This is an optimization exercise on Yosys and OpenROAD, whose aim is small area and a short achievable clock period, not a production implementation. In this exercise RTL edits were held to simulation tests only and were not proved equivalent to the original. Power and IR drop assume default switching activity.

==> module decodeExecute, before the edit <==
module decodeExecute (
    input  logic                                  Clock,
    input  logic                                  arstN,
    input  mipsPkg::instrWord                     instruction,
    input  logic [mipsPkg::dataWidth-1:0]         pc,
    input  logic                                  flush,
    input  logic                                  stall,
    input  logic                                  wbWrite,
    input  logic [mipsPkg::regAddrWidth-1:0]      wbAddr,
    input  logic [mipsPkg::dataWidth-1:0]         wbData,
    output logic [mipsPkg::dataWidth-1:0]         aluResult,
    output logic [mipsPkg::dataWidth-1:0]         storeData,
    output logic [mipsPkg::dataWidth-1:0]         branchTarget,
    output logic [mipsPkg::regAddrWidth-1:0]      destReg,
    output logic [1:0]                            memToReg,
    output logic [1:0]                            byteSel,
    output logic                                  branchTaken,
    output logic                                  regWrite,
    output logic                                  memWrite,
    output logic                                  memRead
);
    localparam int loWidth  = 8;
    localparam int hiWidth  = dataWidth - loWidth;
    localparam int dataBits = 2*dataWidth + hiWidth + 3;
    logic                 dRegWrite, dMemRead, dMemWrite, dBranch, dIsRType, dUseImm;
    logic                 dSignExtend, dInvertB, dSelSum, dSelAnd, dSelOr, dSelXor, dSelNor;
    logic                 dSelLui, dSelShift, dSelSlt, dShiftRight, dCarryMid, dBranchTaken;
    logic                 dUseAdder, dCarryLo;
    logic [10:0][dataWidth-1:0] dGroupN1, dGroupN2;
    logic [dataWidth-1:0] dStored1, dStored2, dRead1, dRead2, dImmExt, dOpB, dOpY;
    logic [dataWidth-1:0] dRotated, dShiftMask, dShifted, dOther, dResult, dStoreWord;
    logic [loWidth-1:0]   dTargetLo;
    logic                 dTargetCarry;
    logic [loWidth-1:0]   dSumLo;
    logic [hiWidth-1:0]   dAddHigh;
    logic [4:0]           dShiftAmount, dRotateAmount;
    logic [regAddrWidth-1:0] dDest;
    logic                 eCarryMid, eSelSlt, eOp0, eCarryOut, eLessThan;
    logic [dataWidth-1:0] eResult;
    logic [hiWidth-1:0]   eAddHigh, eSumHigh;
    controlDecoder decoder (
        .instruction(instruction), .regWrite(dRegWrite), .memRead(dMemRead),
        .memWrite(dMemWrite), .branch(dBranch), .isRType(dIsRType), .useImm(dUseImm),
        .signExtend(dSignExtend), .invertB(dInvertB), .selSum(dSelSum), .selAnd(dSelAnd),
        .selOr(dSelOr), .selXor(dSelXor), .selNor(dSelNor), .selLui(dSelLui),
        .selShift(dSelShift), .selSlt(dSelSlt), .shiftRight(dShiftRight)
    );
    registerFile regFile (
        .Clock(Clock), .arstN(arstN), .writeEnable(wbWrite),
        .readAddr1(instruction.rType.rs), .readAddr2(instruction.rType.rt),
        .writeAddr(wbAddr), .writeData(wbData), .groupN1(dGroupN1), .groupN2(dGroupN2)
    );
    always_comb begin
        dStored1 = '1;
        dStored2 = '1;
        for (int g = 0; g < 11; g++) begin
            dStored1 = dStored1 & dGroupN1[g];
            dStored2 = dStored2 & dGroupN2[g];
        end
    end
    assign dRead1 = ~dStored1;
    assign dRead2 = ~dStored2;
    assign dImmExt = {{(dataWidth-immWidth){dSignExtend & instruction.iType.imm[immWidth-1]}},
                      instruction.iType.imm};
    assign dOpB    = dUseImm ? dImmExt : dRead2;
    assign dOpY    = dOpB ^ {dataWidth{dInvertB}};
    prefixAdder #(.width(loWidth)) adderLo (
        .a(dRead1[loWidth-1:0]), .b(dOpY[loWidth-1:0]), .carryIn(dInvertB),
        .sum(dSumLo), .carryOut(dCarryLo)
    );
    assign dShiftAmount  = instruction.rType.shamt;
    assign dRotateAmount = dShiftRight ? (5'd0 - dShiftAmount) : dShiftAmount;
    always_comb begin
        dRotated = dRead2;
        for (int k = 0; k < 5; k++) begin
            if (dRotateAmount[k]) dRotated = (dRotated << (1 << k)) | (dRotated >> (dataWidth - (1 << k)));
        end
        dShiftMask = dShiftRight ? ({dataWidth{1'b1}} >> dShiftAmount)
                                 : ({dataWidth{1'b1}} << dShiftAmount);
    end
    assign dShifted = dRotated & dShiftMask;
    assign {dTargetCarry, dTargetLo} = {1'b0, pc[loWidth-1:0]} +
                                       {1'b0, dImmExt[loWidth-3:0], 2'b00} + (loWidth + 1)'(4);
    assign dUseAdder = dSelSum | dSelSlt;
    assign dOther = ({dataWidth{dUseAdder}} & {dRead1[dataWidth-1:loWidth], {loWidth{1'b0}}}) |
                    ({dataWidth{dSelAnd}}   & (dRead1 & dOpB)) |
                    ({dataWidth{dSelOr}}    & (dRead1 | dOpB)) |
                    ({dataWidth{dSelXor}}   & (dRead1 ^ dOpB)) |
                    ({dataWidth{dSelNor}}   & ~(dRead1 | dOpB)) |
                    ({dataWidth{dSelLui}}   & {instruction.iType.imm, {(dataWidth-immWidth){1'b0}}}) |
                    ({dataWidth{dSelShift}} & dShifted) |
                    ({dataWidth{dBranch}}   & {pc[dataWidth-1:loWidth], dTargetLo});
    for (genvar i = 0; i < loWidth; i++) begin : gResultLo
        andOr resultBit (.a(dSumLo[i]), .b(dSelSum), .c(dOther[i]), .y(dResult[i]));
    end
    assign dResult[dataWidth-1:loWidth] = dOther[dataWidth-1:loWidth];
    assign dAddHigh  = ({hiWidth{dUseAdder}} & dOpY[dataWidth-1:loWidth]) |
                       ({hiWidth{dBranch}} & dImmExt[dataWidth-3:loWidth-2]);
    assign dCarryMid = (dUseAdder & dCarryLo) | (dBranch & dTargetCarry);
    assign dDest      = dIsRType ? instruction.rType.rd : instruction.rType.rt;
    assign dStoreWord = {dRead2[dataWidth-1:regAddrWidth],
                         dMemWrite ? dRead2[regAddrWidth-1:0] : dDest};
    assign dBranchTaken = dBranch && ((dRead1 == dRead2) ^ instruction.iType.opcode[0]);
    idExRegister #(.ctrlWidth(4), .dataBits(dataBits)) stageReg (
        .Clock(Clock), .arstN(arstN), .flush(flush), .stall(stall),
        .ctrlIn({dRegWrite, dMemRead, dMemWrite, dBranchTaken}),
        .dataIn({dResult, dAddHigh, dCarryMid, dStoreWord, dSelSlt,
                 instruction.iType.opcode[0]}),
        .ctrlOut({regWrite, memRead, memWrite, branchTaken}),
        .dataOut({eResult, eAddHigh, eCarryMid, storeData, eSelSlt, eOp0})
    );
    prefixAdder #(.width(hiWidth)) adderHi (
        .a(eResult[dataWidth-1:loWidth]), .b(eAddHigh), .carryIn(eCarryMid),
        .sum(eSumHigh), .carryOut(eCarryOut)
    );
    assign eLessThan = eResult[dataWidth-1] ^ eAddHigh[hiWidth-1] ^ eCarryOut;
    assign aluResult = {eSumHigh & {hiWidth{!eSelSlt}}, eResult[loWidth-1:1],
                        eResult[0] | (eSelSlt & eLessThan)};
    assign branchTarget = aluResult;
    assign destReg      = storeData[regAddrWidth-1:0];
    assign byteSel      = {eOp0, 1'b1};
    assign memToReg     = {memRead, !memRead};
endmodule
Settings: LEC_CHECK=0, CAP_MARGIN=20, CORE_MARGIN=2, CORE_UTILIZATION=40, CTS_BUF_LIST=sky130_fd_sc_hd__clkbuf_8, CTS_CLUSTER_DIAMETER=120, CTS_CLUSTER_SIZE=10, SETUP_SLACK_MARGIN=3, SLEW_MARGIN=20, SYNTH_HIERARCHICAL=1, TNS_END_PERCENT=10; clock period 7.0 ns.
run.sh (not shown) runs the stock make flow with config.mk's settings and CLKGATE_MAP_FILE= SYNTH_SCRIPT=/design/flow/synth_recipe.tcl, a recipe that flattens the netlist after the stock synthesis.
Change:
--- a/flow/design.v
+++ b/flow/design.v
@@ -275,10 +275,41 @@
         end
     end
     assign sum      = p[n-1:1] ^ gen[levels][n-2:0];
     assign carryOut = gen[levels][n-1];
 endmodule
+module sparseAdder #(
+    parameter int width = 30
+) (
+    input  logic [width-1:0]  a,
+    input  logic [width-1:0]  b,
+    input  logic              carryIn,
+    output logic [width-1:0]  sum
+);
+    localparam int top = (width <= 2) ? 1 : (width <= 4) ? 2 : (width <= 8) ? 4 :
+                         (width <= 16) ? 8 : (width <= 32) ? 16 : 32;
+    logic [width-1:0] p, gen, prop;
+    always_comb begin
+        p    = a ^ b;
+        gen  = a & b;
+        gen[0] = gen[0] | (p[0] & carryIn);
+        prop = p;
+        for (int d = 1; d < width; d = d * 2) begin
+            for (int i = 2 * d - 1; i < width; i += 2 * d) begin
+                gen[i]  = gen[i] | (prop[i] & gen[i-d]);
+                prop[i] = prop[i] & prop[i-d];
+            end
+        end
+        for (int d = top; d >= 1; d = d / 2) begin
+            for (int i = 3 * d - 1; i < width; i += 2 * d) begin
+                gen[i]  = gen[i] | (prop[i] & gen[i-d]);
+                prop[i] = prop[i] & prop[i-d];
+            end
+        end
+        sum = p ^ {gen[width-2:0], carryIn};
+    end
+endmodule
 module andOr (
     input  logic a, b, c,
     output logic y
 );
     assign y = (a & b) | c;
@@ -319,13 +350,11 @@
     logic                 dSignExtend, dInvertB, dSelSum, dSelAnd, dSelOr, dSelXor, dSelNor;
     logic                 dSelLui, dSelShift, dSelSlt, dShiftRight, dCarryMid, dBranchTaken;
     logic                 dUseAdder, dCarryLo;
     logic [10:0][dataWidth-1:0] dGroupN1, dGroupN2;
     logic [dataWidth-1:0] dStored1, dStored2, dRead1, dRead2, dImmExt, dOpB, dOpY;
-    logic [dataWidth-1:0] dRotated, dShiftMask, dShifted, dOther, dResult, dStoreWord;
-    logic [loWidth-1:0]   dTargetLo;
-    logic                 dTargetCarry;
+    logic [dataWidth-1:0] dRotated, dShiftMask, dShifted, dTarget, dOther, dResult, dStoreWord;
     logic [loWidth-1:0]   dSumLo;
     logic [hiWidth-1:0]   dAddHigh;
     logic [4:0]           dShiftAmount, dRotateAmount;
     logic [regAddrWidth-1:0] dDest;
     logic                 eCarryMid, eSelSlt, eOp0, eCarryOut, eLessThan;
@@ -370,28 +399,30 @@
         end
         dShiftMask = dShiftRight ? ({dataWidth{1'b1}} >> dShiftAmount)
                                  : ({dataWidth{1'b1}} << dShiftAmount);
     end
     assign dShifted = dRotated & dShiftMask;
-    assign {dTargetCarry, dTargetLo} = {1'b0, pc[loWidth-1:0]} +
-                                       {1'b0, dImmExt[loWidth-3:0], 2'b00} + (loWidth + 1)'(4);
+    sparseAdder #(.width(dataWidth-2)) targetAdder (
+        .a(pc[dataWidth-1:2]), .b(dImmExt[dataWidth-3:0]), .carryIn(1'b1),
+        .sum(dTarget[dataWidth-1:2])
+    );
+    assign dTarget[1:0] = pc[1:0];
     assign dUseAdder = dSelSum | dSelSlt;
     assign dOther = ({dataWidth{dUseAdder}} & {dRead1[dataWidth-1:loWidth], {loWidth{1'b0}}}) |
                     ({dataWidth{dSelAnd}}   & (dRead1 & dOpB)) |
                     ({dataWidth{dSelOr}}    & (dRead1 | dOpB)) |
                     ({dataWidth{dSelXor}}   & (dRead1 ^ dOpB)) |
                     ({dataWidth{dSelNor}}   & ~(dRead1 | dOpB)) |
                     ({dataWidth{dSelLui}}   & {instruction.iType.imm, {(dataWidth-immWidth){1'b0}}}) |
                     ({dataWidth{dSelShift}} & dShifted) |
-                    ({dataWidth{dBranch}}   & {pc[dataWidth-1:loWidth], dTargetLo});
+                    ({dataWidth{dBranch}}   & dTarget);
     for (genvar i = 0; i < loWidth; i++) begin : gResultLo
         andOr resultBit (.a(dSumLo[i]), .b(dSelSum), .c(dOther[i]), .y(dResult[i]));
     end
     assign dResult[dataWidth-1:loWidth] = dOther[dataWidth-1:loWidth];
-    assign dAddHigh  = ({hiWidth{dUseAdder}} & dOpY[dataWidth-1:loWidth]) |
-                       ({hiWidth{dBranch}} & dImmExt[dataWidth-3:loWidth-2]);
-    assign dCarryMid = (dUseAdder & dCarryLo) | (dBranch & dTargetCarry);
+    assign dAddHigh  = {hiWidth{dUseAdder}} & dOpY[dataWidth-1:loWidth];
+    assign dCarryMid = dUseAdder & dCarryLo;
     assign dDest      = dIsRType ? instruction.rType.rd : instruction.rType.rt;
     assign dStoreWord = {dRead2[dataWidth-1:regAddrWidth],
                          dMemWrite ? dRead2[regAddrWidth-1:0] : dDest};
     assign dBranchTaken = dBranch && ((dRead1 == dRead2) ^ instruction.iType.opcode[0]);
     idExRegister #(.ctrlWidth(4), .dataBits(dataBits)) stageReg (
@@ -407,10 +438,10 @@
         .sum(eSumHigh), .carryOut(eCarryOut)
     );
     assign eLessThan = eResult[dataWidth-1] ^ eAddHigh[hiWidth-1] ^ eCarryOut;
     assign aluResult = {eSumHigh & {hiWidth{!eSelSlt}}, eResult[loWidth-1:1],
                         eResult[0] | (eSelSlt & eLessThan)};
-    assign branchTarget = aluResult;
+    assign branchTarget = eResult;
     assign destReg      = storeData[regAddrWidth-1:0];
     assign byteSel      = {eOp0, 1'b1};
     assign memToReg     = {memRead, !memRead};
 endmodule
The new run finished with timing, DRC and antenna clean.
Maximum frequency is higher slightly.
Area after synthesis is higher slightly.
Clock power is higher slightly.
Total power is lower slightly.
Core utilization is lower by 1.1 points.
Synthesized cell count is higher slightly.
Die area is higher slightly.

## static timing again, ports no longer ideal
In the flow no input, the clock included, has a driving cell. The finished layouts below were timed again as built, in two steps. Step 1, drivers: a clkbuf_16 drives Clock and a buf_2 each remaining input, both assumed. Step 2 also shifts input and output timing later by t, the mid clock arrival at the registers, as if the neighbouring blocks saw the same clock. a / b / c = ideal ports / drivers / drivers and shift; a / b = the first two.
| run | shift t [ns] | setup slack, ns | clock arrival spread, ns | slew at the worst register clock pin (ns) | cell pins on the clock port's net |
|---|---|---|---|---|---|
| the first run | 0.954 | 2.040 / 2.034 / 1.080 | 0.059 / 0.058 | 0.10 / 0.10 | 1 |
| the second run | 0.941 | 2.059 / 2.074 / 1.133 | 0.072 / 0.071 | 0.10 / 0.10 | 1 |
After both steps every run listed still meets setup and hold. For the first run, which loses most, drivers alone change the setup slack by -0.006 ns; drivers and shift together by -0.960 ns.
